This design comes from an exercise in tuning for small area, a short achievable clock period and few clock cycles on the open sky130 flow, not from production work.
In this exercise RTL edits were held to simulation tests only and were not proved equivalent to the original.
Power and IR drop assume default switching activity.

<file path="design/flow/config.mk">
export PLATFORM = sky130hd
export DESIGN_NAME = yuyv_to_rgb_red_mask_core
export DESIGN_NICKNAME = yuyv_to_rgb_red_mask_core
export VERILOG_FILES = /design/flow/design.v
export SDC_FILE = /design/flow/constraint.sdc
export NUM_CORES = 4
export LEC_CHECK = 0
export CAP_MARGIN = 20
export CORE_MARGIN = 2
export CORE_UTILIZATION = 40
export CTS_BUF_LIST = sky130_fd_sc_hd__clkbuf_8
export CTS_CLUSTER_DIAMETER = 60
export CTS_CLUSTER_SIZE = 24
export PLACE_DENSITY = 0.6
export SETUP_SLACK_MARGIN = 2.8
export SLEW_MARGIN = 20
</file>
<file path="design/flow/constraint.sdc">
create_clock -name core_clock -period 6.5 [get_ports {clk}]
set_input_delay 1.3000 -clock core_clock [delete_from_list [all_inputs] [get_ports {clk}]]
set_output_delay 1.3000 -clock core_clock [all_outputs]
set_load 0.01 [all_outputs]
</file>
<file path="design/flow/design.v">
package yrm_pkg;
	localparam int AW = 19;
	typedef struct packed {
		logic [7:0] red;
		logic [7:0] green;
		logic [7:0] blue;
	} rgb_t;
	function automatic logic [2:0] dig3(input logic [1:0] d);
		dig3 = {d == 2'd2, d == 2'd1, d == 2'd0 || d == 2'd3};
	endfunction
	function automatic logic [2:0] add3(input logic [2:0] a, input logic [2:0] b);
		add3[0] = (a[0] & b[0]) | (a[1] & b[2]) | (a[2] & b[1]);
		add3[1] = (a[0] & b[1]) | (a[1] & b[0]) | (a[2] & b[2]);
		add3[2] = (a[0] & b[2]) | (a[2] & b[0]) | (a[1] & b[1]);
	endfunction
	function automatic logic [2:0] mod3(input logic [9:0] v);
		mod3 = add3(add3(add3(dig3(v[1:0]), dig3(v[3:2])), add3(dig3(v[5:4]), dig3(v[7:6]))),
			dig3(v[9:8]));
	endfunction
	function automatic logic [2*AW-1:0] csa(input logic [AW-1:0] a, input logic [AW-1:0] b,
		input logic [AW-1:0] c);
		logic [AW-1:0] s, cy;
		s  = a ^ b ^ c;
		cy = (a & b) | (a & c) | (b & c);
		csa = {cy[AW-2:0], 1'b0, s};
	endfunction
	function automatic logic [AW-1:0] ks(input logic [AW-1:0] a, input logic [AW-1:0] b,
		input logic cin);
		ks = a + b + AW'(cin);
	endfunction
	function automatic logic [AW-1:0] rca(input logic [AW-1:0] a, input logic [AW-1:0] b,
		input logic cin);
		logic c;
		c = cin;
		for (int i = 0; i < AW; i++) begin
			rca[i] = a[i] ^ b[i] ^ c;
			c = (a[i] & b[i]) | (c & (a[i] ^ b[i]));
		end
	endfunction
	function automatic logic [AW-1:0] t_py_hi(input logic [3:0] n);
		case (n)
			4'd0: t_py_hi = 19'd0;
			4'd1: t_py_hi = 19'd4768;
			4'd2: t_py_hi = 19'd9536;
			4'd3: t_py_hi = 19'd14304;
			4'd4: t_py_hi = 19'd19072;
			4'd5: t_py_hi = 19'd23840;
			4'd6: t_py_hi = 19'd28608;
			4'd7: t_py_hi = 19'd33376;
			4'd8: t_py_hi = 19'd38144;
			4'd9: t_py_hi = 19'd42912;
			4'd10: t_py_hi = 19'd47680;
			4'd11: t_py_hi = 19'd52448;
			4'd12: t_py_hi = 19'd57216;
			4'd13: t_py_hi = 19'd61984;
			4'd14: t_py_hi = 19'd66752;
			4'd15: t_py_hi = 19'd71520;
			default: t_py_hi = '0;
		endcase
	endfunction
	function automatic logic [AW-1:0] t_py_lo(input logic [3:0] n);
		case (n)
			4'd0: t_py_lo = 19'd453600;
			4'd1: t_py_lo = 19'd453898;
			4'd2: t_py_lo = 19'd454196;
			4'd3: t_py_lo = 19'd454494;
			4'd4: t_py_lo = 19'd454792;
			4'd5: t_py_lo = 19'd455090;
			4'd6: t_py_lo = 19'd455388;
			4'd7: t_py_lo = 19'd455686;
			4'd8: t_py_lo = 19'd455984;
			4'd9: t_py_lo = 19'd456282;
			4'd10: t_py_lo = 19'd456580;
			4'd11: t_py_lo = 19'd456878;
			4'd12: t_py_lo = 19'd457176;
			4'd13: t_py_lo = 19'd457474;
			4'd14: t_py_lo = 19'd457772;
			4'd15: t_py_lo = 19'd458070;
			default: t_py_lo = '0;
		endcase
	endfunction
	function automatic logic [AW-1:0] t_kr_hi(input logic [3:0] n);
		case (n)
			4'd0: t_kr_hi = 19'd0;
			4'd1: t_kr_hi = 19'd6544;
			4'd2: t_kr_hi = 19'd13088;
			4'd3: t_kr_hi = 19'd19632;
			4'd4: t_kr_hi = 19'd26176;
			4'd5: t_kr_hi = 19'd32720;
			4'd6: t_kr_hi = 19'd39264;
			4'd7: t_kr_hi = 19'd45808;
			4'd8: t_kr_hi = 19'd52352;
			4'd9: t_kr_hi = 19'd58896;
			4'd10: t_kr_hi = 19'd65440;
			4'd11: t_kr_hi = 19'd71984;
			4'd12: t_kr_hi = 19'd78528;
			4'd13: t_kr_hi = 19'd85072;
			4'd14: t_kr_hi = 19'd91616;
			4'd15: t_kr_hi = 19'd98160;
			default: t_kr_hi = '0;
		endcase
	endfunction
	function automatic logic [AW-1:0] t_kr_lo(input logic [3:0] n);
		case (n)
			4'd0: t_kr_lo = 19'd13696;
			4'd1: t_kr_lo = 19'd14105;
			4'd2: t_kr_lo = 19'd14514;
			4'd3: t_kr_lo = 19'd14923;
			4'd4: t_kr_lo = 19'd15332;
			4'd5: t_kr_lo = 19'd15741;
			4'd6: t_kr_lo = 19'd16150;
			4'd7: t_kr_lo = 19'd16559;
			4'd8: t_kr_lo = 19'd16968;
			4'd9: t_kr_lo = 19'd17377;
			4'd10: t_kr_lo = 19'd17786;
			4'd11: t_kr_lo = 19'd18195;
			4'd12: t_kr_lo = 19'd18604;
			4'd13: t_kr_lo = 19'd19013;
			4'd14: t_kr_lo = 19'd19422;
			4'd15: t_kr_lo = 19'd19831;
			default: t_kr_lo = '0;
		endcase
	endfunction
	function automatic logic [AW-1:0] t_gu_hi(input logic [3:0] n);
		case (n)
			4'd0: t_gu_hi = 19'd0;
			4'd1: t_gu_hi = 19'd1600;
			4'd2: t_gu_hi = 19'd3200;
			4'd3: t_gu_hi = 19'd4800;
			4'd4: t_gu_hi = 19'd6400;
			4'd5: t_gu_hi = 19'd8000;
			4'd6: t_gu_hi = 19'd9600;
			4'd7: t_gu_hi = 19'd11200;
			4'd8: t_gu_hi = 19'd12800;
			4'd9: t_gu_hi = 19'd14400;
			4'd10: t_gu_hi = 19'd16000;
			4'd11: t_gu_hi = 19'd17600;
			4'd12: t_gu_hi = 19'd19200;
			4'd13: t_gu_hi = 19'd20800;
			4'd14: t_gu_hi = 19'd22400;
			4'd15: t_gu_hi = 19'd24000;
			default: t_gu_hi = '0;
		endcase
	endfunction
	function automatic logic [AW-1:0] t_gu_lo(input logic [3:0] n);
		case (n)
			4'd0: t_gu_lo = 19'd0;
			4'd1: t_gu_lo = 19'd100;
			4'd2: t_gu_lo = 19'd200;
			4'd3: t_gu_lo = 19'd300;
			4'd4: t_gu_lo = 19'd400;
			4'd5: t_gu_lo = 19'd500;
			4'd6: t_gu_lo = 19'd600;
			4'd7: t_gu_lo = 19'd700;
			4'd8: t_gu_lo = 19'd800;
			4'd9: t_gu_lo = 19'd900;
			4'd10: t_gu_lo = 19'd1000;
			4'd11: t_gu_lo = 19'd1100;
			4'd12: t_gu_lo = 19'd1200;
			4'd13: t_gu_lo = 19'd1300;
			4'd14: t_gu_lo = 19'd1400;
			4'd15: t_gu_lo = 19'd1500;
			default: t_gu_lo = '0;
		endcase
	endfunction
	function automatic logic [AW-1:0] t_gv_hi(input logic [3:0] n);
		case (n)
			4'd0: t_gv_hi = 19'd0;
			4'd1: t_gv_hi = 19'd3328;
			4'd2: t_gv_hi = 19'd6656;
			4'd3: t_gv_hi = 19'd9984;
			4'd4: t_gv_hi = 19'd13312;
			4'd5: t_gv_hi = 19'd16640;
			4'd6: t_gv_hi = 19'd19968;
			4'd7: t_gv_hi = 19'd23296;
			4'd8: t_gv_hi = 19'd26624;
			4'd9: t_gv_hi = 19'd29952;
			4'd10: t_gv_hi = 19'd33280;
			4'd11: t_gv_hi = 19'd36608;
			4'd12: t_gv_hi = 19'd39936;
			4'd13: t_gv_hi = 19'd43264;
			4'd14: t_gv_hi = 19'd46592;
			4'd15: t_gv_hi = 19'd49920;
			default: t_gv_hi = '0;
		endcase
	endfunction
	function automatic logic [AW-1:0] t_gv_lo(input logic [3:0] n);
		case (n)
			4'd0: t_gv_lo = 19'd26932;
			4'd1: t_gv_lo = 19'd27140;
			4'd2: t_gv_lo = 19'd27348;
			4'd3: t_gv_lo = 19'd27556;
			4'd4: t_gv_lo = 19'd27764;
			4'd5: t_gv_lo = 19'd27972;
			4'd6: t_gv_lo = 19'd28180;
			4'd7: t_gv_lo = 19'd28388;
			4'd8: t_gv_lo = 19'd28596;
			4'd9: t_gv_lo = 19'd28804;
			4'd10: t_gv_lo = 19'd29012;
			4'd11: t_gv_lo = 19'd29220;
			4'd12: t_gv_lo = 19'd29428;
			4'd13: t_gv_lo = 19'd29636;
			4'd14: t_gv_lo = 19'd29844;
			4'd15: t_gv_lo = 19'd30052;
			default: t_gv_lo = '0;
		endcase
	endfunction
endpackage
module yrm_chroma (
	input  logic [7:0]                 u,
	input  logic [7:0]                 v,
	output logic [yrm_pkg::AW-1:0]     kr,
	output logic [yrm_pkg::AW-1:0]     kg_s,
	output logic [yrm_pkg::AW-1:0]     kg_c,
	output logic [yrm_pkg::AW-1:0]     kb
);
	localparam int AW = yrm_pkg::AW;
	logic [AW-1:0]   u0;
	logic [7:0]      un, vn;
	logic [2*AW-1:0] g1, g2;
	assign u0 = AW'(u);
	assign un = ~u;
	assign vn = ~v;
	assign kr = yrm_pkg::ks(yrm_pkg::t_kr_hi(v[7:4]), yrm_pkg::t_kr_lo(v[3:0]), 1'b0);
	assign g1   = yrm_pkg::csa(yrm_pkg::t_gu_hi(un[7:4]), yrm_pkg::t_gu_lo(un[3:0]),
		yrm_pkg::t_gv_hi(vn[7:4]));
	assign g2   = yrm_pkg::csa(g1[AW-1:0], g1[2*AW-1:AW], yrm_pkg::t_gv_lo(vn[3:0]));
	assign kg_s = g2[AW-1:0];
	assign kg_c = g2[2*AW-1:AW];
	assign kb = yrm_pkg::rca(u0 << 2, u0 << 9, 1'b0);
endmodule
module yrm_gb_order (
	input  logic [yrm_pkg::AW-1:0] kg_s,
	input  logic [yrm_pkg::AW-1:0] kg_c,
	input  logic [yrm_pkg::AW-1:0] kb,
	output logic                   gb_sel
);
	localparam int AW = yrm_pkg::AW;
	logic [2*AW-1:0] d1;
	logic [AW-1:0]   diff;
	assign d1     = yrm_pkg::csa(kg_s, kg_c, ~kb);
	assign diff   = yrm_pkg::ks(d1[AW-1:0], d1[2*AW-1:AW], 1'b1);
	assign gb_sel = !diff[AW-1];
endmodule
module yrm_luma (
	input  logic [7:0]             luma,
	output logic [yrm_pkg::AW-1:0] py
);
	assign py = yrm_pkg::ks(yrm_pkg::t_py_hi(luma[7:4]), yrm_pkg::t_py_lo(luma[3:0]), 1'b0);
endmodule
module yrm_convert (
	input  logic [yrm_pkg::AW-1:0] py,
	input  logic [yrm_pkg::AW-1:0] kr,
	input  logic [yrm_pkg::AW-1:0] kg_s,
	input  logic [yrm_pkg::AW-1:0] kg_c,
	input  logic [yrm_pkg::AW-1:0] kb,
	output yrm_pkg::rgb_t          rgb
);
	localparam int AW = yrm_pkg::AW;
	logic [2*AW-1:0] g1;
	function automatic logic [7:0] clamp8(input logic [AW-1:0] acc);
		if (acc[AW-1]) begin
			clamp8 = 8'd0;
		end else if (acc[AW-2:16] != '0) begin
			clamp8 = 8'hff;
		end else begin
			clamp8 = acc[15:8];
		end
	endfunction
	assign g1 = yrm_pkg::csa(py, kg_s, kg_c);
	assign rgb.red   = clamp8(yrm_pkg::ks(py, kr, 1'b0));
	assign rgb.green = clamp8(yrm_pkg::ks(g1[AW-1:0], g1[2*AW-1:AW], 1'b0));
	assign rgb.blue  = clamp8(yrm_pkg::ks(py, kb, 1'b0));
endmodule
module yrm_red_mask (
	input  logic [7:0]    r,
	input  logic [7:0]    hi,
	input  logic [7:0]    lo,
	input  logic          gb_sel,
	output yrm_pkg::rgb_t rgb_out,
	output logic          red
);
	localparam int AW = yrm_pkg::AW;
	logic [7:0]      g, b, hin;
	logic [AW-1:0]   t, lsum;
	logic [2*AW-1:0] l1, l2;
	logic            simple;
	assign g   = gb_sel ? hi : lo;
	assign b   = gb_sel ? lo : hi;
	assign hin = ~hi;
	assign t    = yrm_pkg::ks(AW'(r), AW'(hin), 1'b0);
	assign l1   = yrm_pkg::csa(t, t << 2, AW'({lo, 1'b0}));
	assign l2   = yrm_pkg::csa(l1[AW-1:0], l1[2*AW-1:AW], AW'(6279));
	assign lsum = yrm_pkg::ks(l2[AW-1:0], l2[2*AW-1:AW], 1'b0);
	assign simple = r >= 8'd115 && hi[7:6] == 2'b00;
	assign red    = simple || lsum[13];
	assign rgb_out.red   = r;
	assign rgb_out.green = g;
	assign rgb_out.blue  = b;
endmodule
module yuyv_to_rgb_red_mask_core (
	input  logic       clk,
	input  logic       arst_n,
	input  logic       pix_in_valid,
	output logic       pix_in_ready,
	input  logic [7:0] pix_in_luma0,
	input  logic [7:0] pix_in_chroma_u,
	input  logic [7:0] pix_in_luma1,
	input  logic [7:0] pix_in_chroma_v,
	input  logic [9:0] pix_in_column,
	input  logic [8:0] pix_in_row,
	output logic       pix_out_valid,
	input  logic       pix_out_ready,
	output logic [7:0] pix_out_red0,
	output logic [7:0] pix_out_green0,
	output logic [7:0] pix_out_blue0,
	output logic [7:0] pix_out_red1,
	output logic [7:0] pix_out_green1,
	output logic [7:0] pix_out_blue1
);
	localparam int AW = yrm_pkg::AW;
	logic          v_b, v_c, v_d, ld_b, ld_c, ld_d;
	logic [2:0]    rcol, rrow;
	logic [AW-1:0] kr, kg_s, kg_c, kb, py0, py1;
	logic [AW-1:0] kr_b, kg_s_b, kg_c_b, kb_b, py0_b, py1_b;
	logic          gb_sel, sel0_c, sel1_c;
	logic          m0_b, m1_b, m0_c, m1_c;
	yrm_pkg::rgb_t rgb0, rgb1, out0, out1, out0_d, out1_d;
	logic          red0, red1, red0_d, red1_d, m0_d, m1_d;
	logic [7:0]    r0_c, hi0_c, lo0_c, r1_c, hi1_c, lo1_c;
	assign ld_d = !v_d || pix_out_ready;
	assign ld_c = !v_c || ld_d;
	assign ld_b = !v_b || ld_c;
	assign pix_in_ready  = !v_b || !v_c || !v_d || pix_out_ready;
	assign pix_out_valid = v_d;
	always_ff @(posedge clk or negedge arst_n) begin
		if (!arst_n) begin
			v_b <= 1'b0;
			v_c <= 1'b0;
			v_d <= 1'b0;
		end else begin
			if (ld_b) v_b <= pix_in_valid;
			if (ld_c) v_c <= v_b;
			if (ld_d) v_d <= v_c;
		end
	end
	assign rcol = yrm_pkg::mod3(pix_in_column);
	assign rrow = yrm_pkg::mod3({1'b0, pix_in_row});
	yrm_chroma u_chroma (.u(pix_in_chroma_u), .v(pix_in_chroma_v), .kr(kr), .kg_s(kg_s),
		.kg_c(kg_c), .kb(kb));
	yrm_luma   u_luma0  (.luma(pix_in_luma0), .py(py0));
	yrm_luma   u_luma1  (.luma(pix_in_luma1), .py(py1));
	always_ff @(posedge clk) begin
		if (ld_b) begin
			kr_b   <= kr;
			kg_s_b <= kg_s;
			kg_c_b <= kg_c;
			kb_b   <= kb;
			py0_b  <= py0;
			py1_b  <= py1;
			m0_b   <= !rrow[0] && !rcol[0];
			m1_b   <= !rrow[0] && !rcol[2];
		end
		if (ld_c) begin
			r0_c   <= rgb0.red;
			hi0_c  <= gb_sel ? rgb0.green : rgb0.blue;
			lo0_c  <= gb_sel ? rgb0.blue : rgb0.green;
			r1_c   <= rgb1.red;
			hi1_c  <= gb_sel ? rgb1.green : rgb1.blue;
			lo1_c  <= gb_sel ? rgb1.blue : rgb1.green;
			sel0_c <= gb_sel;
			sel1_c <= gb_sel;
			m0_c   <= m0_b;
			m1_c   <= m1_b;
		end
		if (ld_d) begin
			out0_d <= out0;
			out1_d <= out1;
			red0_d <= red0;
			red1_d <= red1;
			m0_d   <= m0_c;
			m1_d   <= m1_c;
		end
	end
	yrm_gb_order u_order (.kg_s(kg_s_b), .kg_c(kg_c_b), .kb(kb_b), .gb_sel(gb_sel));
	yrm_convert  u_conv0 (.py(py0_b), .kr(kr_b), .kg_s(kg_s_b), .kg_c(kg_c_b), .kb(kb_b),
		.rgb(rgb0));
	yrm_convert  u_conv1 (.py(py1_b), .kr(kr_b), .kg_s(kg_s_b), .kg_c(kg_c_b), .kb(kb_b),
		.rgb(rgb1));
	yrm_red_mask u_mask0 (.r(r0_c), .hi(hi0_c), .lo(lo0_c), .gb_sel(sel0_c), .rgb_out(out0),
		.red(red0));
	yrm_red_mask u_mask1 (.r(r1_c), .hi(hi1_c), .lo(lo1_c), .gb_sel(sel1_c), .rgb_out(out1),
		.red(red1));
	assign pix_out_red0   = m0_d ? 8'd0 : out0_d.red;
	assign pix_out_green0 = m0_d ? {8{red0_d}} : out0_d.green;
	assign pix_out_blue0  = m0_d ? 8'd0 : out0_d.blue;
	assign pix_out_red1   = m1_d ? 8'd0 : out1_d.red;
	assign pix_out_green1 = m1_d ? {8{red1_d}} : out1_d.green;
	assign pix_out_blue1  = m1_d ? 8'd0 : out1_d.blue;
endmodule
</file>
<file path="design/flow/run.sh">
#!/bin/bash
# synth_recipe.tcl (not shown) runs the flow's synth.tcl, then flattens the netlist and writes it again
# the make line also repeats each setting of config.mk as NAME=value (left out here)
make -C /OpenROAD-flow-scripts/flow DESIGN_CONFIG=/design/flow/config.mk WORK_HOME=/design/flow/orfs CLKGATE_MAP_FILE= SYNTH_SCRIPT=/design/flow/synth_recipe.tcl finish
</file>
==> results.toml, run 1 <==
[synth]
synthFlopType = "edfxtp_1"
synth_top_area_share_pct = 33.8
ys_seq_elements = 204
ys_warn_count = 6
synth_nets = 2173
ys_seq_area_share_pct = 34.2
synthDistinctLibCells = 79
avgSynthCellArea_sq_um = 9.97
syn_inst = 1791
synth_area_leaders = "edfxtp_1, ha_1, fa_1, inv_1, a21oi_1"
syn_area_sq_um = 17900
synthArstFlopShare_pct = 1.47
synth-edff-count = 201
yosysTopAreaCell = "edfxtp_1"

[setup_path]
rr_startpoint = "r0_c[0]"
end_kind = "flip-flop"
timing.rr.end = "red0_d"
critPathMaxFanout = 7
r2r_slack_ns = 2.84
reg2reg_depth = 15
worstPathRequired_ns = 6.79
crit_type = "primary input to flip-flop"
cp_data_arrival_time_ns = 4.01
startpoint_type = "primary input"

[detailed_routing]
totalWireLength_microns = 42600
ant_nets = 0
vias_per_cell = 5.23
wl_per_cell_microns = 16.9
firstDrtPassIters = 5
drt_iter0_markers = 667
vias = 13200
drc = 0

[layout]
diodes = 0
fillers = 4218
multiInputGateArea_sq_um = 11100
stdcell_count = 2530
area_growth_pct = 15.8
final_nets = 2305
drive_gt1_share_pct = 12.1
regArea_sq_um = 6110

[min_path]
min_path_cells = 0
hold_path_startpoint = "m1_b"
whs_endpoint = "m1_c"
hold_path.class = "flip-flop to flip-flop"

[clock_tree]
cts_tree = "built"
clkLatencyLatePin_ns = 0.58
clockBufferDepth = 3
clock_sink_count = 204
path_clk_slew_ns = 0.10
cts_buffers = 21
htreeDepth = 1
clock-root-buffer = "clkbuf_8"

[grt]
grt_pass1_vias = 12500
overflow = 0
antenna_found_initial = 0
grt_max_degree = 64
grt_pass1_wl_microns = 67000
grt_usage_pct = 18.1

[sta]
slew_viol_final = 0
min_period_ns = 3.72
clock_skew_ns = 0.0255
hold_viol_final = 0
rsz0062_at_grt = "yes"
min_period_over_period_pct = 57.2
finalSetupViolations = 0
clock.fmax_mhz = 269
tightest_slew_ns = 0.842
maxSlewHeadroom_pct = 43.9
setup_tns_ns = 0

[power]
power_leakage_nw = 9.19
p_per_area_nw_per_um2 = 570
p_sw_share_pct = 45.2
power_frac_seq_pct = 21.7
power_switching_mw = 5.32
share_clk_of_total_power_pct = 7.3
comb_power_share_pct = 71.0
ir_worst_vdd_mv = 0.407
finalPower_mw = 11.8
power.internal_mw = 6.47

[floorplanning]
start_util_pct = 40.5
die_x_microns = 215
io_pins = 105
die_height_microns = 215
core_sq_um = 44100
rows = 77
dieArea_sq_um = 46300

[placement]
numPlacedInstances = 2456
place.gp.congestion = 0.902
hpwl_microns = 34700
portBuffers = 104

[run_status]
status = "no timing/DRC/antenna violations"

[run]
maxCapViolations = 0
stage by stage:
stage	hold slack (ns)	worst slack, ns	util, %	cell area (sq um)
4_1_cts	0.433	2.73	46.0	20300
6_report	0.429	2.78	46.8	20700
3_5_place_dp	0.406	1.60	44.5	19600
2_1_floorplan	0.400	2.72	-	18000
3_3_place_gp	0.403	1.67	44.5	19600
5_1_grt	0.453	2.57	46.8	20700
registers in the layout (all words and copies together), names as in the netlist, 13 cells and up:
signal  cells
out1_d     24
kg_s_b     14
py1_b      18
py0_b      18
kb_b       16
kg_c_b     13
kr_b       17
out0_d     24
worst max-delay path by stage:
stage                           end          startpoint  slack (ns)
final                     py1_b[15]     pix_in_luma1[0]        2.78
after global routing      py1_b[15]     pix_in_luma1[0]        2.57
after global placement     kr_b[14]  pix_in_chroma_v[0]        1.67
after detailed placement   kr_b[14]  pix_in_chroma_v[0]        1.60
after floorplan           py0_b[15]     pix_in_luma0[1]        2.72
after CTS                  kr_b[14]  pix_in_chroma_v[1]        2.73
layer usage:
| layer | GRT usage, % | share of wire (%) | vias up |
|---|---|---|---|
| met3 | 2.80 | 4.3 | 70 |
| met5 | 0 | 0 | - |
| met4 | 6.11 | 3.5 | 0 |
| met2 | 30.3 | 47 | 267 |
| met1 | 23.9 | 45 | 6219 |
| li1 | - | - | 6675 |
cells in the mapped netlist, drive strengths merged, types with 15 or more instances:
library cell	n
o22ai	36
a21o	49
nor2b	41
nor3	29
inv	239
edfxtp	201
nand2	113
a211oi	16
nor2	105
mux2	15
ha	267
fa	60
nand2b	16
a21oi	118
o21a	28
nand3	20
o21bai	18
xor2	36
o21ai	115
clkbuf	29
xnor2	60
a31oi	15
logic make-up (layout without fill, tap and decap cells):
family                   after synthesis  in the layout  synth area share, %
buffers and inverters                275            422                 5.83
adder cells (fa/ha/maj)              331            331                 25.7
multiplexers                          29             29                 1.87
flip-flops                           204            204                 34.2
other                                  1              1               0.0210
XOR/XNOR                              96             96                 4.79
AO/OA/AOI/OAI                        474            474                 17.3
AND/OR/NAND/NOR                      381            381                 10.3
cell type report:
class	instances	share of cell area, %
timing repair buffer	145	6.39
multi-input combinational	1312	53.8
clock buffer	21	1.40
clock inverter	17	0.775
sequential	204	29.6
inverter	239	4.44
tap	592	3.58
what timing repair did:
item,4_1_cts,5_1_grt
gates resized for setup,68,81
pin swaps,22,60
setup endpoints to repair,41,49
setup buffers,15,21
cloned,0,0
hold buffers,0,0
power by group through the flow:
stage	clock network (mW)	registers, mW	logic [mW]
2_1_floorplan	0	2.36	5.61
3_3_place_gp	0	2.60	7.07
3_5_place_dp	0	2.60	7.31
4_1_cts	0.896	2.56	7.67
5_1_grt	0.938	2.60	9.54
6_report	0.864	2.56	8.37
cell usage in the layout (no fill, tap or decap), types with 17 or more instances in the layout:
cell type	count
ha_1	253
inv_1	225
edfxtp_1	201
nand2_1	109
nor2_1	104
o21ai_0	98
a21oi_1	95
clkdlybuf4s50_1	79
fa_1	55
xnor2_1	53
a21o_1	48
buf_4	41
nor2b_1	39
o22ai_1	36
xor2_1	32
o21a_1	28
nor3_1	24
a21oi_2	23
clkbuf_8	21
nand3_1	18
o21bai_1	17
worst max-delay path, cell delays in order:
cell	delay, ns
clkdlybuf4s18_2	0.25
inv_1	0.11
ha_4	0.29
nand2_1	0.07
o21ai_1	0.10
a21oi_1	0.09
ha_2	0.21
fa_2	0.35
a21o_1	0.17
a21oi_2	0.15
o21bai_1	0.09
a21oi_2	0.16
o21bai_1	0.10
a21o_1	0.21
nor4_2	0.28
a311oi_2	0.06
Testbench counts, summed over its fixed seeds: cycles 16,024.
==> run 2, diff against run 1 <==
--- a/design/flow/config.mk
+++ b/design/flow/config.mk
@@ -12,5 +12,5 @@
 export CTS_CLUSTER_DIAMETER = 60
 export CTS_CLUSTER_SIZE = 24
 export PLACE_DENSITY = 0.6
-export SETUP_SLACK_MARGIN = 2.8
+export SETUP_SLACK_MARGIN = 3.2
 export SLEW_MARGIN = 20
==> results.toml, run 2 <==
[run_status]
status = "no timing/DRC/antenna violations"

[placement]
dpl-instance-area_sq_um = 19800
numPlacedInstances = 2457
place.gp.congestion = 0.912
portBuffers = 104
hpwl_microns = 35200

[sta]
rsz0062_at_grt = "yes"
hold_viol_final = 0
clock.fmax_mhz = 280
finalSetupViolations = 0
clock_skew_ns = 0.0264
slew_viol_final = 0
maxSlewHeadroom_pct = 42.7
min_period_ns = 3.58
tightest_slew_ns = 0.859
setup_tns_ns = 0
min_period_over_period_pct = 55.0

[min_path]
hold_path.class = "flip-flop to flip-flop"

[synth]
yosysTopAreaCell = "edfxtp_1"
yosysMostFrequentCell = "ha_1"
synth-edff-count = 201
synthFlopType = "edfxtp_1"
synth_area_leaders = "edfxtp_1, ha_1, fa_1, inv_1, a21oi_1"
avgSynthCellArea_sq_um = 9.97
ys_seq_area_share_pct = 34.2
synth_nets = 2173
ys_warn_count = 6
syn_inst = 1791
synthDistinctLibCells = 79
syn_area_sq_um = 17900
ys_seq_elements = 204
synth_top_area_share_pct = 33.8
synth_commonest_cells = "ha_1, inv_1, edfxtp_1"
synthArstFlopShare_pct = 1.47

[grt]
antenna_found_initial = 0
grt_pass1_vias = 13400
grt_max_degree = 55
grt_usage_pct = 19.1
overflow = 0
grt_pass1_wl_microns = 70600

[detailed_routing]
drt_iter0_markers = 723
drc = 0
totalWireLength_microns = 45100
vias = 13700
firstDrtPassIters = 7
ant_nets = 0
wl_per_cell_microns = 17.4
vias_per_cell = 5.29

[clock_tree]
path_clk_slew_ns = 0.10
cts_tree = "built"
clockBufferDepth = 3
htreeDepth = 1
clkLatencyLatePin_ns = 0.58
cts_buffers = 23
postCtsHoldBufs = 0
clock_sink_count = 204
clock-root-buffer = "clkbuf_8"

[layout]
mostFrequentLayoutCells = "ha_1, inv_1, edfxtp_1"
drive_gt1_share_pct = 21.0
final_common_cell = "ha_1"
finalInstanceArea_sq_um = 22100
final_nets = 2372
area_growth_pct = 23.7
stdcell_count = 2598
utilization_pct = 50.1
diodes = 0
largestRegisters = "out0_d: 24 flops, out1_d: 24 flops"

[setup_path]
crit_path_cell_trace = "inv_2 > ha_4 > inv_2 > fa_2 > xnor2_2 > fa_1 > inv_1 > ha_1 > inv_1 > ha_1 > nand2_1 > o21bai_1 > a21o_1 > a21o_1 > a21o_1 > a21oi_2 > o21ai_2 > a31o_2"
end_kind = "flip-flop"
slowest_delay_ns = 0.48
cp_data_arrival_time_ns = 3.91
critPathSlowestCell = "fa_1"
worstPathRequired_ns = 6.83
critPathMaxFanout = 2
startpoint_type = "flip-flop"
crit_type = "flip-flop to flip-flop"
cpMostUsedCell = "a21o_1"

[power]
p_per_area_nw_per_um2 = 554
ir_worst_vdd_mv = 0.320
finalPower_mw = 12.2
power_leakage_nw = 9.90

[floorplanning]
die_x_microns = 215
dieArea_sq_um = 46300
io_pins = 105
rows = 77
start_util_pct = 40.5
core_sq_um = 44100
die_height_microns = 215

[run]
maxCapViolations = 0
-- run 2: critical path: cells and delay by family, from the launching register on --
family,cells,cell delay [ns]
buffers and inverters,4,0.22
xor gates and xnor gates,1,0.17
AOI/OAI and AO/OA,7,0.95
and+or+nand+nor,1,0.06
adders and majority gates,5,1.50
DFF,1,0.43
-- run 2: power by group --
part	total, mW	internal (mW)	switching (mW)
registers	2.52	2.12	0.399
logic	8.77	4.11	4.65
clock network	0.947	0.387	0.560
total	12.2	6.63	5.61
-- run 2: repair_timing --
item	in CTS	in global routing
endpoints found under the setup margin	121	86
pin swaps	50	71
cloned	1	1
buffers inserted	49	49
resized for setup	198	180
-- run 2: per-stage QoR --
step	worst slack, ns	hold WS, ns
2_1_floorplan	2.74	0.400
3_3_place_gp	1.55	0.401
3_5_place_dp	1.49	0.406
4_1_cts	2.89	0.434
5_1_grt	2.76	0.451
6_report	2.92	0.430
-- run 2: kinds of logic (layout without fill, tap and decap cells) --
| group | count (synthesis) | after routing | share of synthesized area, % |
|---|---|---|---|
| compound gates | 474 | 474 | 17.3 |
| xor+xnor | 96 | 96 | 4.79 |
| fa+ha+maj | 331 | 331 | 25.7 |
| buf+inv | 275 | 490 | 5.83 |
| flops | 204 | 204 | 34.2 |
| mux | 29 | 29 | 1.87 |
| other cells | 1 | 1 | 0.0210 |
| simple gates | 381 | 381 | 10.3 |
-- run 2: worst paths after layout --
kind | from | end | slack (ns) | cells after the start
worst max-delay path | hi1_c[0] | red1_d | 2.92 | 18
worst min-delay path | m0_b | m0_c | 0.43 | 0
worst max register to register | hi1_c[0] | red1_d | 2.92 | 18
worst min register to register | m0_b | m0_c | 0.43 | 0
max in group asynchronous | arst_n | v_c | 5.45 | 1
min in group asynchronous | arst_n | v_d | 0.90 | 1
-- run 2: layout make-up --
| cell class | count | area, sq um |
|---|---|---|
| inverter | 239 | 971 |
| multi-input combinational | 1312 | 11800 |
| tap | 592 | 741 |
| clock inverter | 18 | 195 |
| fill | 4054 | 22000 |
| timing repair buffer | 210 | 1950 |
| clock buffer | 23 | 317 |
| sequential | 204 | 6110 |
-- run 2: per-layer routing --
metal  vias to the layer above  wire (microns)  track usage [%]
met5                         -               0                0
met2                       241           22100             33.3
met3                        75            1540             2.22
li1                       6817               -                -
met1                      6612           19900             24.3
met4                         0            1640             6.80
==> run 3, diff against run 2 <==
--- a/design/flow/config.mk
+++ b/design/flow/config.mk
@@ -9,8 +9,8 @@
 export CORE_MARGIN = 2
 export CORE_UTILIZATION = 40
 export CTS_BUF_LIST = sky130_fd_sc_hd__clkbuf_8
-export CTS_CLUSTER_DIAMETER = 60
-export CTS_CLUSTER_SIZE = 24
+export CTS_CLUSTER_DIAMETER = 50
+export CTS_CLUSTER_SIZE = 20
 export PLACE_DENSITY = 0.6
-export SETUP_SLACK_MARGIN = 3.2
+export SETUP_SLACK_MARGIN = 2.6
 export SLEW_MARGIN = 20
==> results.toml, run 3 <==
[floorplanning]
io_pins = 105
die_height_microns = 215
core_sq_um = 44100
die_x_microns = 215
dieArea_sq_um = 46300
rows = 77
start_util_pct = 40.5

[clock_tree]
clockBufferDepth = 3
cts_tree = "built"
postCtsHoldBufs = 0
path_clk_slew_ns = 0.09
clkLatencyLatePin_ns = 0.61
htreeDepth = 1
clock-root-buffer = "clkbuf_8"
clock_sink_count = 204
cts_buffers = 28

[min_path]
hold_path.class = "flip-flop to flip-flop"
min_path_cells = 0

[synth]
syn_area_sq_um = 17900
avgSynthCellArea_sq_um = 9.97
ys_warn_count = 6
synthDistinctLibCells = 79
synth-edff-count = 201
synthSimpleGateAreaFrac_pct = 10.3
synth-xor-area-share_pct = 4.79
yosysMostFrequentCell = "ha_1"
syn_inst = 1791
synth-adder-area-share_pct = 25.7
synth_top_area_share_pct = 33.8
yosys-mux-area-fraction_pct = 1.87
synthFlopType = "edfxtp_1"
synth_area_leaders = "edfxtp_1, ha_1, fa_1, inv_1, a21oi_1"
synthArstFlopShare_pct = 1.47
synth_nets = 2173
synth_top_family_by_area = "adder cells"
ys_seq_area_share_pct = 34.2
yosysTopAreaCell = "edfxtp_1"
synth_commonest_cells = "ha_1, inv_1, edfxtp_1"
synth_compound_area_share_pct = 17.3
ys_seq_elements = 204

[setup_path]
startpoint_type = "primary input"
reg2reg_depth = 17
slowest_delay_ns = 0.49
cp_data_arrival_time_ns = 2.50
crit_path_cell_trace = "clkdlybuf4s50_1 > nor2b_4 > nand3_1 > clkdlybuf4s50_1"
worstPathRequired_ns = 5.20
end_kind = "output pin"
crit_type = "primary input to output pin"
critPathSlowestCell = "clkdlybuf4s50_1"
critPathMaxFanout = 3
cpMostUsedCell = "clkdlybuf4s50_1"

[detailed_routing]
totalWireLength_microns = 42700
vias = 13200
wl_per_cell_microns = 16.9
vias_per_cell = 5.25
firstDrtPassIters = 7
drt_iter0_markers = 689
ant_nets = 0
drc = 0

[sta]
clock_skew_ns = 0.0324
rsz0062_at_grt = "yes"
fin_ws_ns = 2.70
tightest_slew_ns = 0.848
slew_viol_final = 0
maxSlewHeadroom_pct = 43.5
finalSetupViolations = 0
setup_tns_ns = 0
hold_viol_final = 0
min_period_over_period_pct = 58.4
clock.fmax_mhz = 263
min_period_ns = 3.80

[layout]
drive_gt1_share_pct = 9.50
finalInstanceArea_sq_um = 20500
mostFrequentLayoutCells = "ha_1, inv_1, edfxtp_1"
area_growth_pct = 14.9
utilization_pct = 46.5
diodes = 0
largestRegisters = "out0_d: 24 flops, out1_d: 24 flops"
final_common_cell = "ha_1"
final_nets = 2288

[placement]
place_ws_ns = 1.40
dpl-instance-area_sq_um = 19600
place.gp.congestion = 0.917
portBuffers = 104
hpwl_microns = 34700

[run]
maxCapViolations = 0

[grt]
grt_usage_pct = 18.5
grt_max_degree = 55
grt_pass1_vias = 12900
grt_pass1_wl_microns = 68300
antenna_found_initial = 0
overflow = 0

[power]
ir_worst_vdd_mv = 0.395
power_leakage_nw = 9.17
p_per_area_nw_per_um2 = 558
finalPower_mw = 11.5

[run_status]
status = "no timing/DRC/antenna violations"
## run 3: cell count changes in the layout (fill, tap and decap cells not counted), sizes merged, moves of 2 or more
cell | previous run | this run
bufinv | 0 | 2
clkdlybuf4s15 | 4 | 0
clkinv | 10 | 5
clkbuf | 32 | 36
dlymetal6s2s | 13 | 7
buf | 118 | 20
clkdlybuf4s50 | 47 | 87
dlygate4sd2 | 19 | 0
inv | 246 | 252
## run 3: kinds of logic after synthesis
kind of cell             count (synthesis)
buffers and inverters                  275
flip-flops                             204
AO/OA/AOI/OAI                          474
AND/OR/NAND/NOR                        381
adder cells (fa/ha/maj)                331
other                                    1
XOR/XNOR                                96
multiplexers                            29
## run 3: routing by layer
metal / GRT usage (%) / vias to the layer above / wire (microns)
met5: 0 / - / 0
met4: 4.83 / 0 / 1140
met3: 2.79 / 65 / 1790
met2: 31.8 / 263 / 20400
met1: 24.2 / 6233 / 19400
li1: - / 6659 / -
## run 3: path summary, 6_finish.rpt
path,startpoint,to,slack [ns]
min in group asynchronous,arst_n,v_d,0.88
max,pix_out_ready,pix_in_ready,2.70
max in group asynchronous,arst_n,v_b,5.46
min,m1_b,m1_c,0.43
max reg2reg,r1_c[0],red1_d,2.76
min reg2reg,m1_b,m1_c,0.43
## run 3: what timing repair did
item	in CTS	in global routing
pin swaps	3	12
buffers inserted	5	8
resized for setup	32	73
endpoints found under the setup margin	50	24
## run 3: power by group
part           internal, mW  switching, mW
clock                 0.558          0.609
sequential             2.13          0.424
combinational          3.58           4.16
## run 3: final cells by class
cell class / count / area [sq um]
clock buffer: 29 / 399
clock inverter: 22 / 285
fill: 4208 / 23600
inverter: 239 / 898
multi-input combinational: 1312 / 11000
sequential: 204 / 6110
tap: 592 / 741
timing repair buffer: 121 / 1140
## run 3: stage by stage
stage / hold slack [ns] / std cells
after global placement: 0.403 / 2455
after CTS: 0.428 / 2511
after detailed placement: 0.406 / 2455
after floorplan: 0.400 / 1791
final: 0.425 / 2519
after global routing: 0.442 / 2519
## run 3: critical path: cells and delay by family
| family | cells | cell delay, ns |
|---|---|---|
| buffers and inverters | 2 | 0.94 |
| AND/OR/NAND/NOR | 2 | 0.25 |
==> run 4, diff against run 3 <==
--- a/design/flow/config.mk
+++ b/design/flow/config.mk
@@ -12,5 +12,5 @@
 export CTS_CLUSTER_DIAMETER = 50
 export CTS_CLUSTER_SIZE = 20
 export PLACE_DENSITY = 0.6
-export SETUP_SLACK_MARGIN = 2.6
+export SETUP_SLACK_MARGIN = 3.0
 export SLEW_MARGIN = 20
==> results.toml, run 4 <==
[run_status]
status = "no timing/DRC/antenna violations"

[grt]
grt_pass1_vias = 12800
grt_most_used_layer = "met2"
grt_usage_pct = 18.4
overflow = 0
met3_usage_pct = 2.08
met2_usage_pct = 31.1
use_met1_pct = 24.7
grt_max_degree = 60
grt_pass1_wl_microns = 68300
antenna_found_initial = 0

[setup_path]
crit_path_cell_trace = "ha_4 > inv_2 > fa_2 > inv_2 > a21oi_2 > o21ai_2 > a21oi_1 > o21bai_2 > a21o_1 > a21o_1 > maj3_1 > ha_1 > ha_1 > a211o_1 > a31o_2"
crit_type = "flip-flop to flip-flop"
cp_data_arrival_time_ns = 3.92
reg2reg_depth = 15
critPathSlowestCell = "edfxtp_1"
slowest_delay_ns = 0.50
startpoint_type = "flip-flop"
worstPathRequired_ns = 6.84
critPathMaxFanout = 3
end_kind = "flip-flop"

[layout]
final_nets = 2352
diodes = 0
final_common_cell = "ha_1"
fillers = 4166
regArea_sq_um = 6110
drive_gt1_share_pct = 16.0
area_growth_pct = 19.5
largestRegisters = "out0_d: 24 flops, out1_d: 24 flops"
multiInputGateArea_sq_um = 11300
mostFrequentLayoutCells = "ha_1, inv_1, edfxtp_1"

[sta]
min_period_over_period_pct = 55.1
maxSlewHeadroom_pct = 41.8
finalSetupViolations = 0
min_period_ns = 3.58
tightest_slew_ns = 0.872
clock_skew_ns = 0.0220
setup_tns_ns = 0
rsz0062_at_grt = "yes"
hold_viol_final = 0
clock.fmax_mhz = 279
slew_viol_final = 0

[synth]
syn_area_sq_um = 17900
synth_nets = 2173
synthDistinctLibCells = 79
yosysTopAreaCell = "edfxtp_1"
ys_seq_area_share_pct = 34.2
synth_commonest_cells = "ha_1, inv_1, edfxtp_1"
synth-adder-area-share_pct = 25.7
yosysMostFrequentCell = "ha_1"
syn_inst = 1791
synth-edff-count = 201
ys_seq_elements = 204
synthFlopType = "edfxtp_1"
synth_top_family_by_area = "adder cells"
synthSimpleGateAreaFrac_pct = 10.3
synth_top_area_share_pct = 33.8
avgSynthCellArea_sq_um = 9.97
yosys-mux-area-fraction_pct = 1.87
synthArstFlopShare_pct = 1.47
synth_compound_area_share_pct = 17.3
synth_area_leaders = "edfxtp_1, ha_1, fa_1, inv_1, a21oi_1"
ys_warn_count = 6
synth-xor-area-share_pct = 4.79

[detailed_routing]
firstDrtPassIters = 6
vias_per_cell = 5.18
ant_nets = 0
totalWireLength_microns = 43200
wl_per_cell_microns = 16.7
drt_iter0_markers = 741
vias = 13400
drc = 0

[clock_tree]
path_clk_slew_ns = 0.09
htreeDepth = 1
clkLatencyLatePin_ns = 0.59
cts_buffers = 26
clock_sink_count = 204
cts_tree = "built"
clock-root-buffer = "clkbuf_8"
clockBufferDepth = 3

[min_path]
min_path_cells = 0
hold_path.class = "flip-flop to flip-flop"

[power]
p_per_area_nw_per_um2 = 543
ir_worst_vdd_mv = 0.347
power.internal_mw = 6.42
power_leakage_nw = 9.51
power_frac_seq_pct = 21.9
power_switching_mw = 5.16
p_sw_share_pct = 44.5
share_clk_of_total_power_pct = 8.3
finalPower_mw = 11.6
comb_power_share_pct = 69.7

[floorplanning]
rows = 77
die_height_microns = 215
io_pins = 105
dieArea_sq_um = 46300
core_sq_um = 44100
die_x_microns = 215
start_util_pct = 40.5

[placement]
place.gp.congestion = 0.912
hpwl_microns = 34800
portBuffers = 104

[run]
maxCapViolations = 0
[run 4: worst paths after layout]
check / startpoint / endpoint / slack (ns)
setup / recovery: r1_c[0] / red1_d / 2.92
max in group asynchronous: arst_n / v_d / 5.45
hold / removal: m1_c / m1_d / 0.42
hold reg to reg: m1_c / m1_d / 0.42
min in group asynchronous: arst_n / v_b / 0.89
setup reg to reg: r1_c[0] / red1_d / 2.92
[run 4: logic make-up after synthesis]
kind of cell	after synthesis
simple gates	381
compound gates	474
flops	204
other cells	1
xor+xnor	96
buf+inv	275
fa+ha+maj	331
mux	29
[run 4: per-stage QoR]
step	std cells	setup slack [ns]	area, sq um	hold WS [ns]	utilization (%)
floorplan	1791	2.74	18100	0.400	-
global placement	2456	1.68	19800	0.400	44.8
detailed placement	2456	1.60	19800	0.405	44.8
CTS	2525	2.85	20500	0.426	46.6
global route	2580	2.71	21300	0.440	48.4
finish	2580	2.92	21300	0.424	48.4
[run 4: critical path: cells and delay by family, from the launching register on]
family / cells / cell delay, ns
adders and majority gates: 5 / 1.29
AOI/OAI and AO/OA: 8 / 1.46
DFF: 1 / 0.50
buffers and inverters: 2 / 0.09
[run 4: power groups by stage]
stage	Clock [mW]	Combinational [mW]	Sequential [mW]
2_1_floorplan	0	5.66	2.36
3_3_place_gp	0	7.12	2.60
3_5_place_dp	0	7.31	2.61
4_1_cts	1.00	7.73	2.57
5_1_grt	1.05	9.29	2.59
6_report	0.963	8.08	2.54
[run 4: layer usage]
layer  vias to the layer above  wire length [microns]
li1                       6787                      -
met1                      6281                  19800
met2                       229                  20500
met3                        70                   1500
met4                         0                   1330
met5                         -                      0
[run 4: cell type report]
class / instances / share of cell area, %
Clock buffer: 27 / 1.74
Timing Repair Buffer: 187 / 8.02
Tap cell: 592 / 3.47
Multi-Input combinational cell: 1312 / 52.9
Sequential cell: 204 / 28.6
Inverter: 239 / 4.45
Clock inverter: 19 / 0.797
[run 4: what timing repair did]
item	CTS	global route
gates resized for setup	97	138
gates cloned	0	0
buffers inserted	23	54
pin swaps	53	59
hold buffers	0	0
endpoints found under the setup margin	63	71
==> run 5, diff against run 4 <==
--- a/design/flow/config.mk
+++ b/design/flow/config.mk
@@ -12,5 +12,5 @@
 export CTS_CLUSTER_DIAMETER = 50
 export CTS_CLUSTER_SIZE = 20
 export PLACE_DENSITY = 0.6
-export SETUP_SLACK_MARGIN = 3.0
+export SETUP_SLACK_MARGIN = 3.2
 export SLEW_MARGIN = 20
==> results.toml, run 5 <==
[run_status]
status = "no timing/DRC/antenna violations"

[grt]
overflow = 0
grt_pass1_vias = 13400
antenna_found_initial = 0
grt_max_degree = 55
grt_pass1_wl_microns = 70200
grt_usage_pct = 18.9

[layout]
mostFrequentLayoutCells = "ha_1, inv_1, edfxtp_1"
utilization_pct = 49.8
largestRegisters = "out0_d: 24 flops, out1_d: 24 flops"
diodes = 0
drive_gt1_share_pct = 20.3
area_growth_pct = 23.1
final_nets = 2372
final_common_cell = "ha_1"

[synth]
synth_top_family_by_area = "adder cells"
synth_area_leaders = "edfxtp_1, ha_1, fa_1, inv_1, a21oi_1"
synth_nets = 2173
ys_seq_area_share_pct = 34.2
synthArstFlopShare_pct = 1.47
synth-adder-area-share_pct = 25.7
yosysTopAreaCell = "edfxtp_1"
avgSynthCellArea_sq_um = 9.97
syn_area_sq_um = 17900
synthSimpleGateAreaFrac_pct = 10.3
synthFlopType = "edfxtp_1"
syn_inst = 1791
synth_commonest_cells = "ha_1, inv_1, edfxtp_1"
synth-edff-count = 201
yosysMostFrequentCell = "ha_1"
synthDistinctLibCells = 79
synth_top_area_share_pct = 33.8
ys_warn_count = 6
yosys-mux-area-fraction_pct = 1.87
synth-xor-area-share_pct = 4.79
synth_compound_area_share_pct = 17.3
ys_seq_elements = 204

[detailed_routing]
wl_per_cell_microns = 17.3
drc = 0
vias = 13700
drt_iter0_markers = 684
totalWireLength_microns = 44900
firstDrtPassIters = 7
ant_nets = 0
vias_per_cell = 5.29

[sta]
min_period_ns = 3.57
clock.fmax_mhz = 280
hold_viol_final = 0
tightest_slew_ns = 0.850
clock_skew_ns = 0.0223
maxSlewHeadroom_pct = 43.3
setup_tns_ns = 0
rsz0062_at_grt = "yes"
min_period_over_period_pct = 54.9
finalSetupViolations = 0
slew_viol_final = 0

[min_path]
hold_path.class = "flip-flop to flip-flop"

[clock_tree]
clock_sink_count = 204
postCtsHoldBufs = 0
clkLatencyLatePin_ns = 0.58
htreeDepth = 1
cts_buffers = 23
clock-root-buffer = "clkbuf_8"
path_clk_slew_ns = 0.08
cts_tree = "built"
clockBufferDepth = 3

[floorplanning]
start_util_pct = 40.5
core_sq_um = 44100
rows = 77
io_pins = 105
die_x_microns = 215
die_height_microns = 215
dieArea_sq_um = 46300

[power]
finalPower_mw = 12.1
ir_worst_vdd_mv = 0.297
power_leakage_nw = 9.71
p_per_area_nw_per_um2 = 551

[setup_path]
crit_type = "flip-flop to flip-flop"
worstPathRequired_ns = 6.82
startpoint_type = "flip-flop"
end_kind = "flip-flop"
cp_data_arrival_time_ns = 3.89
critPathMaxFanout = 2

[placement]
portBuffers = 104
hpwl_microns = 35200
place.gp.congestion = 0.912

[run]
maxCapViolations = 0
## run 5: through the flow
step           instances  hold slack, ns  instance area (sq um)  setup slack [ns]
2_1_floorplan       1791           0.400                  18200              2.74
3_3_place_gp        2456           0.401                  19800              1.55
3_5_place_dp        2457           0.406                  19800              1.49
4_1_cts             2552           0.429                  20900              2.88
5_1_grt             2597           0.446                  22000              2.77
6_report            2597           0.425                  22000              2.93
## run 5: cell families after synthesis
logic type,after synthesis
other cells,1
mux,29
buf+inv,275
xor+xnor,96
compound gates,474
flops,204
simple gates,381
fa+ha+maj,331
## run 5: final timing paths
path / slack (ns) / cells past startpoint / to / start
max: 2.93 / 15 / red1_d / r1_c[1]
min: 0.43 / 0 / m1_c / m1_b
max reg2reg: 2.93 / 15 / red1_d / r1_c[1]
min reg2reg: 0.43 / 0 / m1_c / m1_b
max in group asynchronous: 5.44 / 1 / v_c / arst_n
min in group asynchronous: 0.91 / 1 / v_d / arst_n
## run 5: timing repair
action                                  in CTS  in global routing
endpoints found under the setup margin     121                 84
pin swaps                                   56                 83
hold endpoints to repair                     0                  0
gates resized for setup                    188                165
setup buffers                               55                 44
gates cloned                                 0                  1
## run 5: cell type report
type,count,area (sq um)
multi-input cells,1312,11800
flip-flops and latches,204,6110
inverters,239,966
well taps,592,741
fillers,4093,22100
repair buffers,210,1910
clock buffers,23,317
clock inverters,17,131
## run 5: where the power goes
group / internal (mW) / switching (mW) / total, mW
logic: 4.11 / 4.61 / 8.72
clock network: 0.358 / 0.501 / 0.859
registers: 2.13 / 0.397 / 2.52
## run 5: worst max-delay path, stage by stage (launching register included)
cell	delay [ns]
edfxtp_1	0.42
ha_1	0.32
a21o_1	0.18
a21oi_2	0.18
o21ai_1	0.09
a21oi_2	0.22
xnor2_2	0.15
inv_1	0.08
fa_1	0.50
inv_1	0.04
ha_1	0.28
ha_1	0.27
a21o_1	0.19
a21oi_2	0.11
o21ai_1	0.08
a31o_2	0.21
## run 5: per-layer routing
metal	up-vias	GRT usage, %	routed length, microns
met5	-	0	0
li1	6821	-	-
met4	0	6.99	1730
met3	79	2.15	1580
met2	231	33.1	21800
met1	6615	24.1	19800
==> run 6, diff against run 5 <==
--- a/design/flow/config.mk
+++ b/design/flow/config.mk
@@ -12,5 +12,5 @@
 export CTS_CLUSTER_DIAMETER = 50
 export CTS_CLUSTER_SIZE = 20
 export PLACE_DENSITY = 0.6
-export SETUP_SLACK_MARGIN = 3.2
+export SETUP_SLACK_MARGIN = 3.5
 export SLEW_MARGIN = 20
==> results.toml, run 6 <==
[power]
power_switching_mw = 6.19
p_sw_share_pct = 45.4
power_leakage_nw = 10.4
p_per_area_nw_per_um2 = 577
comb_power_share_pct = 73.4
ir_worst_vdd_mv = 0.469
power.internal_mw = 7.44
share_clk_of_total_power_pct = 8.1
power_frac_seq_pct = 18.5

[synth]
synth_nets = 2173
synth_area_leaders = "edfxtp_1, ha_1, fa_1, inv_1, a21oi_1"
ys_seq_area_share_pct = 34.2
synth_commonest_cells = "ha_1, inv_1, edfxtp_1"
synthFlopType = "edfxtp_1"
avgSynthCellArea_sq_um = 9.97
synthArstFlopShare_pct = 1.47
ys_warn_count = 6
synth-edff-count = 201
synthDistinctLibCells = 79
yosysMostFrequentCell = "ha_1"
syn_area_sq_um = 17900
yosysTopAreaCell = "edfxtp_1"
synth_top_area_share_pct = 33.8
syn_inst = 1791
ys_seq_elements = 204

[grt]
antenna_found_initial = 1
grt_usage_pct = 19.7
grt_pass1_wl_microns = 72900
overflow = 0
grt_pass1_vias = 13900
grt_max_degree = 58

[setup_path]
startpoint_type = "flip-flop"
crit_type = "flip-flop to flip-flop"
crit_path_start = "r1_c[0]"
critPathMaxFanout = 3
end_kind = "flip-flop"
worstPathRequired_ns = 6.84
cp_data_arrival_time_ns = 3.94
rr_startpoint = "r1_c[0]"

[detailed_routing]
firstDrtPassIters = 6
drc = 0
ant_nets = 0
vias = 14200
wl_per_cell_microns = 17.7
vias_per_cell = 5.28
drt_iter0_markers = 711
totalWireLength_microns = 47700

[floorplanning]
die_x_microns = 215
rows = 77
start_util_pct = 40.5
io_pins = 105
dieArea_sq_um = 46300
core_sq_um = 44100
die_height_microns = 215

[sta]
tightest_slew_ns = 0.854
setup_tns_ns = 0
fin_ws_ns = 2.91
slew_viol_final = 0
maxSlewHeadroom_pct = 43.1
clock.fmax_mhz = 278
min_period_ns = 3.59
clock_skew_ns = 0.0231
min_period_over_period_pct = 55.3
finalSetupViolations = 0
rsz0062_at_grt = "yes"
hold_viol_final = 0

[min_path]
hold_path.class = "flip-flop to flip-flop"
hold_path_startpoint = "m1_c"

[clock_tree]
clock_sink_count = 204
clockBufferDepth = 3
path_clk_slew_ns = 0.09
clock-root-buffer = "clkbuf_8"
htreeDepth = 1
cts_buffers = 27
clkLatencyLatePin_ns = 0.60
cts_tree = "built"

[layout]
diodes = 0
fillers = 3951
area_growth_pct = 32.4
final_common_cell = "ha_1"
finalInstanceArea_sq_um = 23600
drive_gt1_share_pct = 32.3
largestRegisters = "out0_d: 24 flops, out1_d: 24 flops"
mostFrequentLayoutCells = "ha_1, edfxtp_1, inv_1"
final_nets = 2457

[placement]
portBuffers = 104
place.gp.congestion = 0.880
hpwl_microns = 35400
dpl-instance-area_sq_um = 19900
place_ws_ns = 1.55

[run_status]
status = "no timing/DRC/antenna violations"

[run]
maxCapViolations = 0
run 6: stage by stage:
stage	power, mW	utilization (%)	instances	hold WS [ns]
final	13.6	53.6	2687	0.419
after global routing	15.0	53.6	2687	0.432
after CTS	12.3	50.2	2630	0.425
after detailed placement	10.0	45.1	2455	0.407
after global placement	9.82	45.1	2455	0.402
after floorplan	8.09	-	1791	0.400
run 6: cell families after synthesis:
group	after synthesis	synth area share (%)
buf+inv	275	5.83
simple gates	381	10.3
fa+ha+maj	331	25.7
other cells	1	0.0210
flops	204	34.2
mux	29	1.87
compound gates	474	17.3
xor+xnor	96	4.79
run 6: layout make-up:
cell class,count,area [sq um],share of cell area [%]
Multi-Input combinational cell,1312,12600,53.3
Timing Repair Buffer,291,2570,10.9
Tap cell,592,741,3.13
Inverter,239,990,4.19
Clock buffer,27,372,1.57
Clock inverter,22,254,1.07
Sequential cell,204,6110,25.9
run 6: path summary, 6_finish.rpt:
check	to	slack [ns]	cells past startpoint
worst min register to register	m1_d	0.42	0
min in group asynchronous	v_b	0.89	1
worst max register to register	red1_d	2.91	16
max in group asynchronous	v_c	5.46	1
worst min-delay path	m1_d	0.42	0
worst max-delay path	red1_d	2.91	16
run 6: layer usage:
metal	up-vias	routed length [microns]	track usage [%]
li1	7003	-	-
met1	6762	20000	24.5
met2	305	23900	35.1
met3	111	1960	2.90
met4	2	1830	6.32
met5	-	13	0
run 6: power by group through the flow:
stage               logic (mW)  clock network (mW)  registers (mW)
floorplan                 5.73                   0            2.36
global placement          7.24                   0            2.58
detailed placement        7.44                   0            2.59
CTS                       8.61                1.14            2.53
global route              11.2                1.18            2.57
finish                    10.0                1.10            2.53
run 6: critical path, cell delays in order, from the launching register on:
cell      delay (ns)
edfxtp_1        0.49
ha_4            0.18
inv_2           0.03
fa_2            0.36
inv_2           0.07
a21oi_2         0.05
o21ai_2         0.23
xnor2_2         0.12
fa_1            0.48
inv_1           0.04
ha_1            0.27
ha_1            0.29
a21o_1          0.18
a21o_1          0.16
a21oi_2         0.15
o21ai_2         0.06
a31o_2          0.20
run 6: timing repair:
item / in CTS / in global routing
gates resized for setup: 483 / 275
setup endpoints to repair: 208 / 136
buffers inserted: 122 / 56
pin swaps: 118 / 135
hold buffers: 0 / 0
gates cloned: 4 / 1
==> run 7, diff against run 6 <==
--- a/design/flow/design.v
+++ b/design/flow/design.v
@@ -278,13 +278,13 @@
 	input  logic [7:0]    lo,
 	input  logic          gb_sel,
 	output yrm_pkg::rgb_t rgb_out,
-	output logic          red
+	output logic          red_simple,
+	output logic          red_hue
 );
 	localparam int AW = yrm_pkg::AW;
 	logic [7:0]      g, b, hin;
 	logic [AW-1:0]   t, lsum;
 	logic [2*AW-1:0] l1, l2;
-	logic            simple;
 	assign g   = gb_sel ? hi : lo;
 	assign b   = gb_sel ? lo : hi;
 	assign hin = ~hi;
@@ -292,8 +292,8 @@
 	assign l1   = yrm_pkg::csa(t, t << 2, AW'({lo, 1'b0}));
 	assign l2   = yrm_pkg::csa(l1[AW-1:0], l1[2*AW-1:AW], AW'(6279));
 	assign lsum = yrm_pkg::ks(l2[AW-1:0], l2[2*AW-1:AW], 1'b0);
-	assign simple = r >= 8'd115 && hi[7:6] == 2'b00;
-	assign red    = simple || lsum[13];
+	assign red_simple = r >= 8'd115 && hi[7:6] == 2'b00;
+	assign red_hue    = lsum[13];
 	assign rgb_out.red   = r;
 	assign rgb_out.green = g;
 	assign rgb_out.blue  = b;
@@ -326,7 +326,7 @@
 	logic          gb_sel, sel0_c, sel1_c;
 	logic          m0_b, m1_b, m0_c, m1_c;
 	yrm_pkg::rgb_t rgb0, rgb1, out0, out1, out0_d, out1_d;
-	logic          red0, red1, red0_d, red1_d, m0_d, m1_d;
+	logic          rs0, rh0, rs1, rh1, rs0_d, rh0_d, rs1_d, rh1_d, m0_d, m1_d;
 	logic [7:0]    r0_c, hi0_c, lo0_c, r1_c, hi1_c, lo1_c;
 	assign ld_d = !v_d || pix_out_ready;
 	assign ld_c = !v_c || ld_d;
@@ -376,8 +376,10 @@
 		if (ld_d) begin
 			out0_d <= out0;
 			out1_d <= out1;
-			red0_d <= red0;
-			red1_d <= red1;
+			rs0_d  <= rs0;
+			rh0_d  <= rh0;
+			rs1_d  <= rs1;
+			rh1_d  <= rh1;
 			m0_d   <= m0_c;
 			m1_d   <= m1_c;
 		end
@@ -388,13 +390,13 @@
 	yrm_convert  u_conv1 (.py(py1_b), .kr(kr_b), .kg_s(kg_s_b), .kg_c(kg_c_b), .kb(kb_b),
 		.rgb(rgb1));
 	yrm_red_mask u_mask0 (.r(r0_c), .hi(hi0_c), .lo(lo0_c), .gb_sel(sel0_c), .rgb_out(out0),
-		.red(red0));
+		.red_simple(rs0), .red_hue(rh0));
 	yrm_red_mask u_mask1 (.r(r1_c), .hi(hi1_c), .lo(lo1_c), .gb_sel(sel1_c), .rgb_out(out1),
-		.red(red1));
+		.red_simple(rs1), .red_hue(rh1));
 	assign pix_out_red0   = m0_d ? 8'd0 : out0_d.red;
-	assign pix_out_green0 = m0_d ? {8{red0_d}} : out0_d.green;
+	assign pix_out_green0 = m0_d ? {8{rs0_d || rh0_d}} : out0_d.green;
 	assign pix_out_blue0  = m0_d ? 8'd0 : out0_d.blue;
 	assign pix_out_red1   = m1_d ? 8'd0 : out1_d.red;
-	assign pix_out_green1 = m1_d ? {8{red1_d}} : out1_d.green;
+	assign pix_out_green1 = m1_d ? {8{rs1_d || rh1_d}} : out1_d.green;
 	assign pix_out_blue1  = m1_d ? 8'd0 : out1_d.blue;
 endmodule
--- a/design/flow/config.mk
+++ b/design/flow/config.mk
@@ -12,5 +12,5 @@
 export CTS_CLUSTER_DIAMETER = 50
 export CTS_CLUSTER_SIZE = 20
 export PLACE_DENSITY = 0.6
-export SETUP_SLACK_MARGIN = 3.5
+export SETUP_SLACK_MARGIN = 3.0
 export SLEW_MARGIN = 20
==> results.toml, run 7 <==
[run_status]
status = "no timing/DRC/antenna violations"

[detailed_routing]
firstDrtPassIters = 9
vias = 13700
drc = 0
ant_nets = 0
totalWireLength_microns = 44900
wl_per_cell_microns = 17.5
drt_iter0_markers = 851
vias_per_cell = 5.33

[synth]
yosysTopAreaCell = "edfxtp_1"
synth_top_area_share_pct = 33.9
synth_nets = 2179
synth_commonest_cells = "ha_1, inv_1, edfxtp_1"
synthFlopType = "edfxtp_1"
ys_seq_area_share_pct = 34.4
syn_area_sq_um = 18000
avgSynthCellArea_sq_um = 9.99
synth_area_leaders = "edfxtp_1, ha_1, fa_1, inv_1, a21oi_1"
synth-edff-count = 203
ys_warn_count = 6
syn_inst = 1797
yosysMostFrequentCell = "ha_1"
ys_seq_elements = 206
synthArstFlopShare_pct = 1.46
synthDistinctLibCells = 79

[floorplanning]
core_sq_um = 44300
rows = 77
die_x_microns = 216
start_util_pct = 40.5
io_pins = 105
dieArea_sq_um = 46600
die_height_microns = 216

[sta]
tightest_slew_ns = 0.963
clock.fmax_mhz = 272
hold_viol_final = 0
min_period_over_period_pct = 56.5
whs_ns = 0.431
clock_skew_ns = 0.0317
finalSetupViolations = 0
slew_viol_final = 0
setup_tns_ns = 0
fin_ws_ns = 2.83
rsz0062_at_grt = "yes"
maxSlewHeadroom_pct = 35.8
min_period_ns = 3.67

[setup_path]
crit_type = "flip-flop to flip-flop"
cpLargestDelayFamily = "adder cells"
worst-path-stages = 17
cp_data_arrival_time_ns = 4.04
startpoint_type = "flip-flop"
worstPathRequired_ns = 6.87
crit_path_cell_trace = "inv_2 > ha_4 > inv_2 > fa_2 > inv_2 > a21oi_2 > o21ai_2 > xnor2_2 > fa_1 > inv_1 > ha_1 > ha_1 > a21o_1 > a21o_1 > a21oi_2 > o21ai_1 > a31o_2"
reg2reg_depth = 17
slowest_delay_ns = 0.50
cpMostUsedCell = "inv_2"
critical_path_buf_inv_count = 4
critPathMaxFanout = 2
end_kind = "flip-flop"
critPathSlowestCell = "fa_1"

[clock_tree]
htreeDepth = 1
clock_sink_count = 206
cts_buffers = 25
clock-root-buffer = "clkbuf_8"
path_clk_slew_ns = 0.08
clockBufferDepth = 3
cts_tree = "built"
clkLatencyLatePin_ns = 0.61

[layout]
final_nets = 2336
final_common_cell = "ha_1"
largestRegisters = "out0_d: 24 flops, out1_d: 24 flops"
mostFrequentLayoutCells = "ha_1, inv_1, edfxtp_1"
finalInstanceArea_sq_um = 21600
area_growth_pct = 20.5
drive_gt1_share_pct = 16.2

[power]
share_clk_of_total_power_pct = 8.2
power_switching_mw = 5.76
comb_power_share_pct = 71.7
power_frac_seq_pct = 20.1
ir_worst_vdd_mv = 0.422
p_per_area_nw_per_um2 = 585
power_leakage_nw = 9.47
power.internal_mw = 6.89
p_sw_share_pct = 45.5

[placement]
portBuffers = 104
hpwl_microns = 35500
place.gp.congestion = 0.926
place_ws_ns = 1.69
dpl-instance-area_sq_um = 19800

[grt]
grt_pass1_wl_microns = 70500
grt_max_degree = 56
overflow = 0
antenna_found_initial = 1
grt_usage_pct = 18.9
grt_pass1_vias = 13300

[min_path]
min_path_cells = 0
hold_path.class = "flip-flop to flip-flop"

[run]
maxCapViolations = 0
[run 7: cell count changes in the layout (fill, tap and decap cells not counted), moves of 29 or more]
| cell | before | now |
|---|---|---|
| a21oi_1 | 72 | 103 |
| buf_2 | 40 | 4 |
| buf_4 | 145 | 53 |
| buf_6 | 51 | 10 |
| clkdlybuf4s50_1 | 21 | 76 |
| ha_1 | 223 | 252 |
| nor2_1 | 81 | 122 |
[run 7: per-layer routing]
layer  vias to the layer above  share of wire [%]  GRT usage, %
met4                         0                3.6          6.10
li1                       6765                  -             -
met5                         -                  0             0
met1                      6493                 43          24.0
met3                        92                4.5          2.42
met2                       324                 49          33.2
[run 7: path summary, 6_finish.rpt]
| check | endpoint | slack [ns] | startpoint |
|---|---|---|---|
| worst max-delay path | rh0_d | 2.83 | hi0_c[0] |
| worst min-delay path | m0_d | 0.43 | m0_c |
| worst max register to register | rh0_d | 2.83 | hi0_c[0] |
| worst min register to register | m0_d | 0.43 | m0_c |
| max in group asynchronous | v_c | 5.47 | arst_n |
| min in group asynchronous | v_d | 0.89 | arst_n |
[run 7: cell type report]
type                    instances  area (sq um)
diodes                          1          2.50
clock buffers                  25           344
clock inverters                21           230
fillers                      4012         22700
inverters                     230           896
multi-input cells            1324         11700
flip-flops and latches        206          6170
well taps                     592           741
repair buffers                167          1550
[run 7: cells by family (layout without fill, tap and decap cells)]
group / count (synthesis) / after routing / synth area share [%]
AO/OA/AOI/OAI: 464 / 464 / 17.1
XOR/XNOR: 105 / 106 / 5.12
adder cells (fa/ha/maj): 331 / 331 / 25.5
buffers and inverters: 268 / 443 / 5.64
flip-flops: 206 / 206 / 34.4
multiplexers: 31 / 31 / 1.97
other: 1 / 2 / 0.0209
AND/OR/NAND/NOR: 391 / 391 / 10.3
[run 7: per-stage QoR]
stage,utilization (%),power [mW],cells
finish,48.8,12.7,2566
global route,48.8,14.0,2566
CTS,47.1,12.0,2540
detailed placement,44.7,10.3,2457
global placement,44.7,9.99,2457
floorplan,-,8.24,1797
[run 7: repair_timing]
action,4_1_cts,5_1_grt
cloned,1,0
resized for setup,128,146
pin swaps,41,70
setup buffers,36,25
setup endpoints to repair,84,47
hold buffers,0,0
endpoints found under the hold margin,0,0
[run 7: power by group through the flow]
stage | logic (mW) | registers (mW) | clock network [mW]
floorplan | 5.88 | 2.36 | 0
global placement | 7.40 | 2.59 | 0
detailed placement | 7.68 | 2.60 | 0
CTS | 8.35 | 2.55 | 1.07
global route | 10.3 | 2.59 | 1.12
finish | 9.08 | 2.54 | 1.03
[run 7: worst register-to-register path: cells and delay by family (launching register included)]
family / cells / cell delay (ns)
flip-flops: 1 / 0.43
adder cells (fa/ha/maj): 5 / 1.55
buffers and inverters: 4 / 0.25
AO/OA/AOI/OAI: 7 / 1.05
XOR/XNOR: 1 / 0.13
Testbench counts of run 7, summed over its fixed seeds: cycles 16,024.

==> separate check: timing with driven ports <==
No port has a modelled driver above. Below, the same layouts with a new extraction and two added sets of constraints. Step 1 (the two cells are an assumption about what drives the block):
set clk [get_ports {clk}]
set_driving_cell -lib_cell sky130_fd_sc_hd__clkbuf_16 $clk
set_driving_cell -lib_cell sky130_fd_sc_hd__buf_2 [delete_from_list [all_inputs] $clk]
Step 2 times the ports against the registers' clock, not the clock port: input delays grow and output delays shrink by t, the midpoint of the rising clock arrivals with the driver on. a / b / c = ideal ports / drivers / drivers and shift; a / b = the first two.
run | t (ns) | slack for setup (ns) | hold slack, ns | worst register clock-pin slew, ns
run 1 | 0.618 | 2.780 / 2.811 / 2.193 | 0.429 / 0.429 / 0.429 | 0.11 / 0.11
run 2 | 0.613 | 2.923 / 2.923 / 2.442 | 0.430 / 0.430 / 0.430 | 0.11 / 0.11
run 3 | 0.639 | 2.704 / 2.670 / 2.135 | 0.425 / 0.425 / 0.425 | 0.09 / 0.09
run 4 | 0.629 | 2.920 / 2.920 / 2.400 | 0.424 / 0.424 / 0.424 | 0.10 / 0.10
run 5 | 0.615 | 2.934 / 2.934 / 2.457 | 0.425 / 0.425 / 0.425 | 0.09 / 0.09
run 6 | 0.641 | 2.908 / 2.908 / 2.508 | 0.419 / 0.419 / 0.419 | 0.09 / 0.09
run 7 | 0.644 | 2.826 / 2.826 / 2.320 | 0.431 / 0.431 / 0.431 | 0.10 / 0.10
After both steps setup and hold are still met in every run listed. For run 1, which loses most, drivers alone change the setup slack by +0.031 ns; drivers and shift together by -0.587 ns.
